What follows belongs to an exercise in optimizing a design on an open flow for small area, a short achievable clock period and few clock cycles; a production flow would make more cautious choices. In this exercise RTL edits were held to simulation tests only and were not proved equivalent to the original.

<file path="flow/design.v">
module xoodyak_build (
    input  logic         eph1,
    input  logic         reset,
    input  logic         start,
    input  logic [351:0] input_data,
    input  logic [5:0]   opmode,
    output logic [191:0] textout,
    output logic         finished
);
    localparam logic [2:0] OP_IDLE  = 3'd0;
    localparam logic [2:0] OP_INIT  = 3'd1;
    localparam logic [2:0] OP_NONCE = 3'd2;
    localparam logic [2:0] OP_ASSOC = 3'd3;
    localparam logic [2:0] OP_ENC   = 3'd4;
    localparam logic [2:0] OP_DEC   = 3'd5;
    localparam logic [2:0] OP_SQZ   = 3'd6;
    localparam logic [2:0] OP_RAT   = 3'd7;
    logic [383:0]   s, s_nxt;
    logic [351:0]   data_q;
    logic [2:0]     op_q;
    logic           cont_q;
    logic           busy;
    logic [3:0]     rnd;
    logic           phase_down;
    logic [191:0]   textout_nxt;
    logic [2:0]     op_in;
    logic           cont_in;
    logic           acc, go_up, direct, last;
    logic [7:0]     cu;
    logic [1:0]     unused_opmode;
    assign unused_opmode = opmode[4:3];
    assign op_in   = opmode[2:0];
    assign cont_in = opmode[5];
    function automatic logic [31:0] rotl(input logic [31:0] v, input int n);
        rotl = (v << n) | (v >> (32 - n));
    endfunction
    function automatic logic [31:0] round_const(input logic [3:0] r);
        logic [31:0] c;
        case (r)
            4'd0:    c = 32'h058;
            4'd1:    c = 32'h038;
            4'd2:    c = 32'h3C0;
            4'd3:    c = 32'h0D0;
            4'd4:    c = 32'h120;
            4'd5:    c = 32'h014;
            4'd6:    c = 32'h060;
            4'd7:    c = 32'h02C;
            4'd8:    c = 32'h380;
            4'd9:    c = 32'h0F0;
            4'd10:   c = 32'h1A0;
            4'd11:   c = 32'h012;
            default: c = 32'h000;
        endcase
        round_const = c;
    endfunction
    function automatic logic [383:0] xoodoo_lin(input logic [383:0] s_in);
        logic [31:0]  a [3][4];
        logic [31:0]  p [4];
        logic [31:0]  e [4];
        logic [31:0]  t [4];
        logic [383:0] s_out;
        for (int yy = 0; yy < 3; yy++)
            for (int x = 0; x < 4; x++)
                for (int k = 0; k < 4; k++)
                    a[yy][x][8*k +: 8] = s_in[383 - 8*(16*yy + 4*x + k) -: 8];
        for (int x = 0; x < 4; x++)
            p[x] = a[0][x] ^ a[1][x] ^ a[2][x];
        for (int x = 0; x < 4; x++)
            e[x] = rotl(p[(x + 3) % 4], 5) ^ rotl(p[(x + 3) % 4], 14);
        for (int yy = 0; yy < 3; yy++)
            for (int x = 0; x < 4; x++)
                a[yy][x] = a[yy][x] ^ e[x];
        for (int x = 0; x < 4; x++)
            t[x] = a[1][x];
        for (int x = 0; x < 4; x++) begin
            a[1][x] = t[(x + 3) % 4];
            a[2][x] = rotl(a[2][x], 11);
        end
        for (int yy = 0; yy < 3; yy++)
            for (int x = 0; x < 4; x++)
                for (int k = 0; k < 4; k++)
                    s_out[383 - 8*(16*yy + 4*x + k) -: 8] = a[yy][x][8*k +: 8];
        xoodoo_lin = s_out;
    endfunction
    function automatic int bidx(input int yy, input int x, input int z);
        bidx = 376 - 32 * (4 * yy + x) - 8 * (z / 8) + (z % 8);
    endfunction
    function automatic int fidx(input int yy, input int x, input int z);
        if (yy == 0)      fidx = bidx(0, x, z);
        else if (yy == 1) fidx = bidx(1, x, (z + 1) % 32);
        else              fidx = bidx(2, (x + 2) % 4, (z + 8) % 32);
    endfunction
    function automatic int byte_of(input int idx);
        byte_of = (383 - idx) / 8;
    endfunction
    function automatic int bit_of(input int idx);
        bit_of = idx % 8;
    endfunction
    function automatic logic is_padx(input int idx);
        int kb;
        kb = byte_of(idx);
        is_padx = (bit_of(idx) == 0 && (kb == 0 || kb == 16 || kb == 24 || kb == 44))
               || (kb == 47 && bit_of(idx) < 2);
    endfunction
    function automatic logic is_padw(input int idx);
        int kb;
        kb = byte_of(idx);
        is_padw = (bit_of(idx) == 0 && (kb == 16 || kb == 17 || kb == 44))
               || (kb == 47 && bit_of(idx) < 2);
    endfunction
    assign acc    = !busy && start && (op_in != OP_IDLE);
    assign go_up  = acc && (op_in[2] || (op_in[1] && phase_down));
    assign direct = acc && !go_up;
    assign last   = busy && (rnd == 4'd11);
    always_comb begin
        cu = 8'h00;
        if (!busy) begin
            case (op_in)
                OP_ENC, OP_DEC: cu = cont_in ? 8'h00 : 8'h80;
                OP_SQZ:         cu = cont_in ? 8'h00 : 8'h40;
                OP_RAT:         cu = 8'h10;
                default:        cu = 8'h00;
            endcase
        end
    end
    logic           is_n, is_a, is_e, is_d, is_sq, is_r;
    logic           g_lo, g_mid, g_hi;      
    logic           sx_lo, sx_mid, sx_hi;   
    logic           hold;                   
    logic           in_lo, in_hi;           
    logic           dq_sel;                 
    logic           tx_en, tx_hold;
    logic [383:0]   padx, padw;
    logic [383:0]   lc;
    logic [9:0]     rcv;
    logic [383:0]   dext, iext;
    assign is_n  = (op_q == OP_NONCE);
    assign is_a  = (op_q == OP_ASSOC);
    assign is_e  = (op_q == OP_ENC);
    assign is_d  = (op_q == OP_DEC);
    assign is_sq = (op_q == OP_SQZ);
    assign is_r  = (op_q == OP_RAT);
    assign g_lo   = last && (is_n || is_a || is_e || is_d);
    assign g_mid  = last && (is_a || is_e || is_d);
    assign g_hi   = last && is_a;
    assign sx_lo  = (busy || go_up) && !(last && (is_d || is_r));
    assign sx_mid = (busy || go_up) && !(last && is_d);
    assign sx_hi  = busy || go_up;
    assign hold   = !busy && !acc;
    assign in_lo  = direct;
    assign in_hi  = direct && (op_in == OP_ASSOC);
    assign dq_sel = last && is_d;
    assign tx_en   = last && (is_e || is_d || is_sq);
    assign tx_hold = !tx_en;
    assign dext = {data_q, 32'b0};
    assign iext = {input_data, 32'b0};
    always_comb begin
        padx = '0;
        if (last) begin
            case (op_q)
                OP_NONCE: begin padx[383 - 8*16 - 7] = 1'b1; padx[1:0] = 2'b11; end
                OP_ASSOC: begin padx[383 - 8*44 - 7] = 1'b1; padx[1:0] = cont_q ? 2'b00 : 2'b11; end
                OP_ENC, OP_DEC: padx[383 - 8*24 - 7] = 1'b1;
                OP_SQZ:   padx[383 - 7] = 1'b1;
                default:  padx[383 - 8*16 - 7] = 1'b1;
            endcase
        end
        padw = '0;
        if (direct) begin
            case (op_in)
                OP_INIT:  begin padw[383 - 8*17 - 7] = 1'b1; padw[1:0] = 2'b10; end
                OP_NONCE: begin padw[383 - 8*16 - 7] = 1'b1; padw[1:0] = 2'b11; end
                default:  begin padw[383 - 8*44 - 7] = 1'b1; padw[1:0] = cont_in ? 2'b00 : 2'b11; end
            endcase
        end
    end
    assign lc = xoodoo_lin({376'b0, cu});
    always_comb begin
        logic [31:0] rc_full;
        rc_full = round_const(rnd);
        rcv = rc_full[9:0];
    end
    logic [127:0] p01, p, e;
    logic [383:0] th, b, pre, c, x;
    for (genvar xx = 0; xx < 4; xx++) begin : g_x
        for (genvar z = 0; z < 32; z++) begin : g_z
            xo2 u_p0 (.a(s[bidx(0, xx, z)]), .b(s[bidx(1, xx, z)]), .y(p01[32 * xx + z]));
            xo2 u_p1 (.a(p01[32 * xx + z]),  .b(s[bidx(2, xx, z)]), .y(p[32 * xx + z]));
            xo2 u_e  (.a(p[32 * ((xx + 3) % 4) + (z + 27) % 32]),
                      .b(p[32 * ((xx + 3) % 4) + (z + 18) % 32]), .y(e[32 * xx + z]));
            for (genvar yy = 0; yy < 3; yy++) begin : g_y
                xo2 u_t (.a(s[bidx(yy, xx, z)]), .b(e[32 * xx + z]), .y(th[bidx(yy, xx, z)]));
            end
            if (xx == 0 && z < 10) begin : g_iota
                assign b[bidx(0, xx, z)] = th[bidx(0, xx, z)] ^ rcv[z];
            end else begin : g_noiota
                assign b[bidx(0, xx, z)] = th[bidx(0, xx, z)];
            end
            assign b[bidx(1, xx, z)] = th[bidx(1, (xx + 3) % 4, z)];
            assign b[bidx(2, xx, z)] = th[bidx(2, xx, (z + 21) % 32)];
        end
    end
    assign pre = b ^ lc;
    for (genvar xx = 0; xx < 4; xx++) begin : g_cx
        for (genvar z = 0; z < 32; z++) begin : g_cz
            for (genvar yy = 0; yy < 3; yy++) begin : g_cy
                localparam int F  = fidx(yy, xx, z);
                localparam int KB = byte_of(F);
                if (is_padx(F)) begin : g_pad
                    logic dd;
                    if (KB < 44) begin : g_pd
                        assign dd = (dext[F] & (KB < 16 ? g_lo : (KB < 24 ? g_mid : g_hi))) ^ padx[F];
                    end else begin : g_pn
                        assign dd = padx[F];
                    end
                    chi1d u_c (.a(pre[bidx(yy, xx, z)]),
                               .b(pre[bidx((yy + 1) % 3, xx, z)]),
                               .c(pre[bidx((yy + 2) % 3, xx, z)]),
                               .d(dd),
                               .y(c[bidx(yy, xx, z)]));
                end else if (KB < 44) begin : g_dat
                    chi1x u_c (.a(pre[bidx(yy, xx, z)]),
                               .b(pre[bidx((yy + 1) % 3, xx, z)]),
                               .c(pre[bidx((yy + 2) % 3, xx, z)]),
                               .p(dext[F]),
                               .q(KB < 16 ? g_lo : (KB < 24 ? g_mid : g_hi)),
                               .y(c[bidx(yy, xx, z)]));
                end else begin : g_nod
                    chi1 u_c (.a(pre[bidx(yy, xx, z)]),
                              .b(pre[bidx((yy + 1) % 3, xx, z)]),
                              .c(pre[bidx((yy + 2) % 3, xx, z)]),
                              .y(c[bidx(yy, xx, z)]));
                end
            end
            assign x[bidx(0, xx, z)] = c[bidx(0, xx, z)];
            assign x[bidx(1, xx, z)] = c[bidx(1, xx, (z + 31) % 32)];
            assign x[bidx(2, xx, z)] = c[bidx(2, (xx + 2) % 4, (z + 24) % 32)];
        end
    end
    for (genvar i = 0; i < 384; i++) begin : g_s
        localparam int KB = byte_of(i);
        if (is_padw(i)) begin : g_pw
            assign s_nxt[i] = (x[i] & (KB < 16 ? sx_lo : (KB < 24 ? sx_mid : sx_hi)))
                            | (s[i] & hold)
                            | (KB < 44 && iext[i] & (KB < 16 ? in_lo : in_hi))
                            | (KB < 24 && dext[i] & dq_sel)
                            | padw[i];
        end else if (KB < 24) begin : g_lo
            sb4 u_s (.x(x[i]), .sx(KB < 16 ? sx_lo : sx_mid), .s(s[i]), .h(hold),
                     .di(iext[i]), .ai(KB < 16 ? in_lo : in_hi),
                     .dq(dext[i]), .aq(dq_sel), .y(s_nxt[i]));
        end else if (KB < 44) begin : g_hi
            sb3 u_s (.x(x[i]), .sx(sx_hi), .s(s[i]), .h(hold),
                     .di(iext[i]), .ai(in_hi), .y(s_nxt[i]));
        end else begin : g_top
            ao22 u_s (.a(x[i]), .b(sx_hi), .c(s[i]), .d(hold), .y(s_nxt[i]));
        end
    end
    for (genvar i = 0; i < 192; i++) begin : g_t
        if (i == 184) begin : g_t0
            assign textout_nxt[i] = tx_en ? (x[192 + i] ^ is_sq) : textout[i];
        end else begin : g_tn
            ao22 u_t (.a(x[192 + i]), .b(tx_en), .c(textout[i]), .d(tx_hold), .y(textout_nxt[i]));
        end
    end
    always_ff @(posedge eph1 or negedge reset) begin
        if (!reset) begin
            s          <= '0;
            busy       <= 1'b0;
            rnd        <= 4'd0;
            phase_down <= 1'b0;
            finished   <= 1'b0;
            textout    <= '0;
        end else begin
            s        <= s_nxt;
            textout  <= textout_nxt;
            finished <= direct || last;
            if (acc)
                phase_down <= 1'b1;
            if (go_up) begin
                busy <= 1'b1;
                rnd  <= 4'd1;
            end else if (last) begin
                busy <= 1'b0;
                rnd  <= 4'd0;
            end else if (busy) begin
                rnd  <= rnd + 4'd1;
            end
        end
    end
    always_ff @(posedge eph1) begin
        if (!busy) begin
            op_q   <= op_in;
            cont_q <= cont_in;
            data_q <= input_data;
        end
    end
endmodule
module xo2 (
    input  logic a,
    input  logic b,
    output logic y
);
    assign y = a ^ b;
endmodule
module xn2 (
    input  logic a,
    input  logic b,
    output logic y
);
    assign y = ~(a ^ b);
endmodule
module orn (
    input  logic b,
    input  logic c,
    output logic y
);
    assign y = b | ~c;
endmodule
module xand (
    input  logic a,
    input  logic p,
    input  logic q,
    output logic y
);
    assign y = a ^ (p & q);
endmodule
module chi1 (
    input  logic a,
    input  logic b,
    input  logic c,
    output logic y
);
    logic t;
    orn u_n (.b(b), .c(c), .y(t));
    xn2 u_x (.a(a), .b(t), .y(y));
endmodule
module chi1d (
    input  logic a,
    input  logic b,
    input  logic c,
    input  logic d,
    output logic y
);
    logic t, u;
    xo2 u_a (.a(a), .b(d), .y(u));
    orn u_n (.b(b), .c(c), .y(t));
    xn2 u_x (.a(u), .b(t), .y(y));
endmodule
module chi1x (
    input  logic a,
    input  logic b,
    input  logic c,
    input  logic p,
    input  logic q,
    output logic y
);
    logic t, u;
    xand u_a (.a(a), .p(p), .q(q), .y(u));
    orn  u_n (.b(b), .c(c), .y(t));
    xn2  u_x (.a(u), .b(t), .y(y));
endmodule
module ao22 (
    input  logic a,
    input  logic b,
    input  logic c,
    input  logic d,
    output logic y
);
    assign y = (a & b) | (c & d);
endmodule
module sb3 (
    input  logic x,
    input  logic sx,
    input  logic s,
    input  logic h,
    input  logic di,
    input  logic ai,
    output logic y
);
    assign y = (x & sx) | (s & h) | (di & ai);
endmodule
module sb4 (
    input  logic x,
    input  logic sx,
    input  logic s,
    input  logic h,
    input  logic di,
    input  logic ai,
    input  logic dq,
    input  logic aq,
    output logic y
);
    assign y = (x & sx) | (s & h) | (di & ai) | (dq & aq);
endmodule
</file>
<file path="flow/run.sh">
#!/bin/bash
# synth_recipe.tcl (not shown) runs the flow's synth.tcl, then flattens the netlist and writes it again
# the make line also repeats each setting of config.mk as NAME=value (left out here)
make -C /OpenROAD-flow-scripts/flow DESIGN_CONFIG=/design/flow/config.mk WORK_HOME=/design/flow/orfs CLKGATE_MAP_FILE= SYNTH_SCRIPT=/design/flow/synth_recipe.tcl finish
</file>
<file path="flow/config.mk">
export PLATFORM = sky130hd
export DESIGN_NAME = xoodyak_build
export DESIGN_NICKNAME = xoodyak_build
export VERILOG_FILES = /design/flow/design.v
export SDC_FILE = /design/flow/constraint.sdc
export NUM_CORES = 4
export LEC_CHECK = 0
export CAP_MARGIN = 20
export CORE_MARGIN = 2
export CORE_UTILIZATION = 60
export SLEW_MARGIN = 20
export SYNTH_HIERARCHICAL = 1
export SYNTH_MINIMUM_KEEP_SIZE = 0
</file>
<file path="flow/constraint.sdc">
create_clock -name core_clock -period 5.0 [get_ports {eph1}]
set_input_delay 1.0000 -clock core_clock [delete_from_list [all_inputs] [get_ports {eph1}]]
set_output_delay 1.0000 -clock core_clock [all_outputs]
set_load 0.01 [all_outputs]
</file>
==> out/summary.txt, run 1 <==
Final period util = 77.0%
Initial Utilization = 60.8%
Post-synth EDFFs = 356
Top cell type's share of synthesized area = 28.6%
CTS Hold Buffers Added = 0
Yosys top cell by area = dfrtp_1
Share of cells above drive strength 1 = 5.32%
CTS buffer count = 101
Synthesized instance count = 4447
Initial DRC count = 7404
First-pass GRT wire length = 288000 um
Fin. max-slew vios = 0
Crit path DAT = 4410 ps
Vias/cell = 6.46
Crit path depth = 9
# rows = 106
Launch point of the worst reg-to-reg path = s[182]
Worst Setup EP = s[87]
DRC = 0
Avg Synthesized Cell Area = 11.5 um^2
Longest Clk Path Bufs = 3
R2R cell count = 9
Family with the most delay on the worst path = XOR/XNOR gates
Flop2flop setup slack = 1150 ps
Hold_ws = 334 ps
Final nets = 5545
Die width = 295 um
Post-synth top cells = 784 x xor2_1, 755 x xnor2_1, 583 x dfrtp_1
Post-synthesis cell area = 0.0509 mm^2
CP Class = reg -> reg
Synth top area cells = dfrtp_1 29%, edfxtp_1 21%, xor2_1 13%
CP max stage cell = xor2_1
Number of top-level pins = 554
Synthesized net count = 4816
Vias in the first global route = 39600
Synth cell types = 47
Core Region = 0.0838 mm^2
Part of the Yosys area used for sequential elements = 49.6%
Prevailing post-synth register cell = dfrtp_1
Via count = 41600
Crit-path most repeated cell = xor2_1
Fin crit period = 3850 ps
Initial antenna violation count = 40
Top-count cell post-synth = xor2_1
Buffer and inverter count on the worst path = 1
Achievable Freq = 0.260 GHz
H-tree depth = 3
# clock sinks = 939
RR Endpoint = s[87]
Fraction of registers with async set or reset after synthesis = 62.1%
Die area = 0.0873 mm^2
Worst Setup SP = s[182]
Final setup violation count = 0
Post-cts resize count = 0
MaxCap Viol Count = 0
Routed Antenna Nets = 0
Total track usage = 46.7%
Port Buf Inserts = 551
Worst Clk Skew = 25.4 ps
Clock latency (worst-skew pair) = 690 ps
GR Overflow Total = 0
Yosys reg bits = 939
Final Hold Vio Count = 0
CP max FO = 3
HPWL Detailed = 150000 um
Setup bufs post-CTS = 0
Max incr delay on CP = 830 ps
Critical Path, Cell by Cell = xor2_1 -> xor2_1 -> xor2_1 -> xor2_1 -> xnor2_1 -> xnor2_1 -> xnor2_1 -> a222oi_1 -> inv_1
DR pass1 iterations = 10
CP Launch Type = flip-flop
Clk pin slew, worst setup/hold paths = 60 ps
Fill cells = 5918
RSZ-0062 raised after global routing = false
P&R area growth vs syn = 23.0%
Status = complete, no violations
Root Buffer = clkbuf_16
Syn. warnings = 11
Path type of the worst min-delay path = in -> async
Routed len/inst = 32.0 um
Worst Tran Pin Value = 1330 ps
CTS tree = done
Worst Path Required = 5560 ps
Largest net degree at the start of global routing = 169
Die Height = 295 um
Slew HR = 10.9%
Setup TNS = 0 ps
Crit end category = flip-flop
WL final = 206000 um
Routability cong. = 1.02
flip-flops by register name, indices dropped and copies added (netlist names):
signal	count
op_q	3
cont_q	1
s	384
finished	1
rnd	4
phase_down	1
textout	192
data_q	352
busy	1
worst register-to-register path, delay by kind of cell, from the launching register on:
kind	cells	cell delay (ps)
compound gates	1	340
xor+xnor	7	2830
buf+inv	1	70
flops	1	490
per-module statistics from Yosys, one instance, submodules excluded, a selection:
module,cells,copies in the design
xn2,1,384
xand,2,349
xoodyak_build,1097,1
sb3,2,160
sb4,3,190
xo2,1,774
orn,1,384
worst min-delay path by stage:
stage                       from           end  cells after the start
floorplan            data_q[160]        s[192]                      2
global route               reset   textout[89]                      1
detailed placement  textout[143]  textout[143]                      1
finish                     reset   textout[53]                      1
global placement     data_q[167]        s[199]                      2
CTS                        reset   textout[53]                      1
layout make-up:
class                   count  area (um^2)  share of cell area (%)
diodes                     42          105                   0.168
clock buffers             134         2950                    4.71
clock inverters            56          733                    1.17
inverters                 169          649                    1.04
multi-input cells        3330        25100                    40.0
flip-flops and latches    939        25300                    40.3
well taps                1134         1420                    2.26
repair buffers            635         6470                    10.3
cells by family after synthesis:
kind of cell | after synthesis | share of synthesized area [%]
mux | 1 | 0.0196
flops | 939 | 49.6
compound gates | 800 | 13.0
simple gates | 982 | 9.33
fa+ha+maj | 8 | 0.196
xor+xnor | 1539 | 26.5
buf+inv | 178 | 1.34
layer usage:
layer / vias up / wire length [um] / track usage, %
li1: 17200 / - / -
met1: 20500 / 73000 / 61.2
met2: 3351 / 89200 / 67.9
met3: 601 / 28300 / 13.2
met4: 8 / 15800 / 30.4
met5: - / 55 / 0
metrics by stage:
step / std cells / worst slack [ps] / utilization [%] / area [um^2]
2_1_floorplan: 4447 / -2660 / - / 51000
6_report: 6439 / 1150 / 74.8 / 62700
5_1_grt: 6427 / 1160 / 74.7 / 62600
4_1_cts: 6396 / 1380 / 74.6 / 62500
3_5_place_dp: 6206 / 1190 / 70.2 / 58900
3_3_place_gp: 6206 / 1250 / 70.2 / 58900
placed cells by master, fill, tap and decap left out, types with 11 or more instances in the layout:
master	synthesis	layout
dfrtp_1	583	583
buf_12	0	24
edfxtp_1	356	356
clkbuf_8	0	17
diode_2	0	42
clkdlybuf4s50_1	0	550
clkbuf_16	0	107
a21oi_1	14	11
nor2_1	13	11
bufinv_16	0	16
a222oi_1	160	160
xnor2_1	755	755
nand2b_1	389	389
clkinv_2	0	22
a22oi_1	382	382
xor2_1	784	784
buf_4	1	59
nand2_1	552	551
inv_1	168	165
a22o_1	220	220
Testbench counts, summed over its fixed seeds: cycles 39,108.
==> run 2: changes to the inputs <==
--- a/flow/config.mk
+++ b/flow/config.mk
@@ -10,2 +10,3 @@
 export CORE_UTILIZATION = 60
+export SETUP_SLACK_MARGIN = 1.5
 export SLEW_MARGIN = 20
==> run 2 against run 1 <==
Global-route usage fell by 0.088 points. Worst hold slack improved by 20 ps. Critical path depth fell by 2. Critical endpoint is now s[9]. Largest cell class is now multi-input gates.
==> out/summary.txt, run 2 <==
Status = complete, no violations
H-tree depth = 3 (unchanged)
M1 GR Usage = 60.7% (-0.58 points)
Crit path DAT = 4360 ps (-50 ps)
Worst Path Required = 5620 ps (+60 ps)
First-pass GRT wire length = 288000 um (about the same)
Final setup violation count = 0 (unchanged)
Slew HR = 17.4% (+6.5 points)
Top-count cell post-synth = xor2_1
Post-synth EDFFs = 356 (unchanged)
Number of top-level pins = 554 (unchanged)
CTS Hold Buffers Added = 0 (unchanged)
RSZ-0062 raised after global routing = true
Post-synthesis cell area = 0.0509 mm^2 (unchanged)
Part of the Yosys area used for sequential elements = 49.6% (unchanged)
Synth cell types = 47 (unchanged)
CP Class = reg -> reg
Achievable Freq = 0.267 GHz (+2.9%)
Fill cells = 5939 (+0.35%)
Die area = 0.0873 mm^2 (unchanged)
Setup bufs post-CTS = 0 (unchanged)
Placed Area = 0.0589 mm^2 (about the same)
Path type of the worst min-delay path = in -> async
Top cell type's share of synthesized area = 28.6% (unchanged)
Most used routing layer = met2
Setup TNS = 0 ps (unchanged)
Worst Tran Pin Value = 1230 ps (-93.6 ps)
Avg Synthesized Cell Area = 11.5 um^2 (unchanged)
Total track usage = 46.6% (-0.088 points)
CTS tree = done
Fraction of registers with async set or reset after synthesis = 62.1% (unchanged)
Die Height = 295 um (unchanged)
Critical Path, Cell by Cell = xor2_1 -> xor2_1 -> xor2_2 -> xor2_1 -> nand2b_1 -> xnor2_1 -> a22o_1
CP Launch Type = flip-flop
Final nets = 5528 (-0.31%)
DRC = 0 (unchanged)
Worst Setup SP = s[227]
HPWL Detailed = 149000 um (-0.58%)
Max incr delay on CP = 770 ps (-60 ps)
Commonest non-fill, non-tap cell in the layout = xor2_1
DR pass1 iterations = 11 (+1)
R2R cell count = 7 (-2)
Final Hold Vio Count = 0 (unchanged)
Share of cells above drive strength 1 = 5.30% (-0.020 points)
Synthesized instance count = 4447 (unchanged)
Yosys reg bits = 939 (unchanged)
Initial antenna violation count = 45 (+13%)
RR Endpoint = s[9]
Routability cong. = 1.02 (-0.55%)
GR Overflow Total = 0 (unchanged)
Vias/cell = 6.48 (+0.28%)
Die width = 295 um (unchanged)
Reg with most FFs = s
Cell area after layout = 0.0625 mm^2 (-0.29%)
# rows = 106 (unchanged)
Synth top area cells = dfrtp_1 29%, edfxtp_1 21%, xor2_1 13%
CTS buffer count = 100 (-0.99%)
WL final = 206000 um (-0.12%)
Clock latency (worst-skew pair) = 690 ps (about the same)
Synthesized net count = 4816 (unchanged)
Clk pin slew, worst setup/hold paths = 60 ps (about the same)
Commonest non-fill, non-tap cells in the layout = 754 x xor2_1, 752 x xnor2_1, 583 x dfrtp_1
Port Buf Inserts = 551 (unchanged)
Post-synth top cells = 784 x xor2_1, 755 x xnor2_1, 583 x dfrtp_1
CP max FO = 3 (unchanged)
Fin. max-slew vios = 0 (unchanged)
Worst Setup EP = s[9]
Hold_ws = 354 ps (+20.2 ps)
Initial DRC count = 7006 (-5.4%)
Routed Antenna Nets = 0 (unchanged)
Syn. warnings = 11 (unchanged)
CP max stage cell = xnor2_1
Routed len/inst = 32.1 um (+0.19%)
Core Region = 0.0838 mm^2 (unchanged)
Max reg flops = 384 (unchanged)
Flop2flop setup slack = 1260 ps (+110 ps)
Initial Utilization = 60.8% (unchanged)
Met2 Resource Use GR = 68.1% (+0.20 points)
Largest registers = s: 384 flops, data_q: 352 flops, textout: 192 flops
Longest Clk Path Bufs = 3 (unchanged)
Prevailing post-synth register cell = dfrtp_1
Largest net degree at the start of global routing = 152 (-10%)
Fin crit period = 3740 ps (-110 ps)
Vias in the first global route = 40000 (+0.91%)
M3 GR Usage = 13.8% (+0.65 points)
# clock sinks = 939 (unchanged)
Yosys top cell by area = dfrtp_1
Crit end category = flip-flop
P&R area growth vs syn = 22.7%
Launch point of the worst reg-to-reg path = s[227]
Via count = 41600 (-0.029%)
MaxCap Viol Count = 0 (unchanged)
Worst Clk Skew = 24.4 ps (-0.950 ps)
Root Buffer = clkbuf_16
Final period util = 74.8% (-2.2 points)
Crit-path most repeated cell = xor2_1
## run 2: cell counts after synthesis
Identical to the previous run, type by type.
## run 2: critical path, delay by kind of cell, from the launching register on
family	cells	cell delay, ps
simple gates	1	200
flops	1	510
xor+xnor	5	2690
compound gates	1	260
## run 2: kinds of logic after synthesis
| logic type | synth area share [%] |
|---|---|
| fa+ha+maj | 0.196 |
| xor+xnor | 26.5 |
| mux | 0.0196 |
| flops | 49.6 |
| buf+inv | 1.34 |
| simple gates | 9.33 |
| compound gates | 13.0 |
## run 2: worst min path at each step
stage                        end   startpoint  cells past startpoint  slack, ps
global route        textout[180]        reset                      1        390
detailed placement    textout[3]   textout[3]                      1        480
floorplan                 s[192]  data_q[160]                      2        470
finish               textout[89]        reset                      1        350
CTS                  textout[89]        reset                      1        380
global placement          s[222]  data_q[190]                      2        480
## run 2: area by class of cell
type                    count  area (um^2)  area share (%)
diodes                     40          100           0.160
well taps                1134         1420            2.27
flip-flops and latches    939        25300            40.4
inverters                 169          649            1.04
repair buffers            619         6430            10.3
multi-input cells        3330        25300            40.5
clock buffers             149         2880            4.61
clock inverters            39          412           0.659
## run 2: per-module statistics from Yosys (local to each module, per instance), a selection
module / area [um^2] / times used / cells / flip-flops and latches
ao22: 8.76 / 220 / 1 / 0
orn: 6.26 / 384 / 1 / 0
sb3: 13.8 / 160 / 2 / 0
sb4: 18.8 / 190 / 3 / 0
xand: 12.5 / 349 / 2 / 0
xn2: 8.76 / 384 / 1 / 0
xo2: 8.76 / 774 / 1 / 0
xoodyak_build: 26300 / 1 / 1097 / 939
## run 2: per-stage QoR
step           utilization [%]  setup WS [ps]  instances
2_1_floorplan                -          -2660       4447
3_3_place_gp              70.2           1080       6191
3_5_place_dp              70.2           1040       6191
4_1_cts                   74.3           1490       6379
5_1_grt                   74.5           1470       6408
6_report                  74.6           1260       6419
## run 2: what timing repair did
item                                    4_1_cts  5_1_grt
pin swaps                                     0        0
endpoints found under the setup margin       16       31
gates resized for setup                      11       21
## run 2: routing by layer
layer	share of wire, %	vias to the layer above
met3	14	643
met1	35	20500
li1	-	17100
met4	7.8	14
met5	0.047	-
met2	43	3291

what the ideal ports hide:
The flow's constraints put no driver on any port. The routed layouts listed below were extracted and timed again, unchanged, in two steps.
Step 1 (the two cells are an assumption about what drives the block):
set clk [get_ports {eph1}]
set_driving_cell -lib_cell sky130_fd_sc_hd__clkbuf_16 $clk
set_driving_cell -lib_cell sky130_fd_sc_hd__buf_2 [delete_from_list [all_inputs] $clk]
Step 2 also shifts input and output timing later by t, the mid clock arrival at the registers, as if the neighbouring blocks saw the same clock.
Three values: ideal ports, drivers, drivers and shift; two values: the first two.
| run | t (ns) | slack for setup (ns) | hold WS [ns] | cell pins on the clock port's net |
|---|---|---|---|---|
| run 1 | 0.757 | 1.148 / 1.148 / 1.033 | 0.334 / 0.311 / 0.492 | 1 |
| run 2 | 0.756 | 1.258 / 1.258 / 0.980 | 0.354 / 0.328 / 0.487 | 1 |
After both steps setup and hold are still met in every run listed. The setup slack of run 2, which loses most, moves by 0.000 ns with the drivers and by -0.278 ns with both steps.
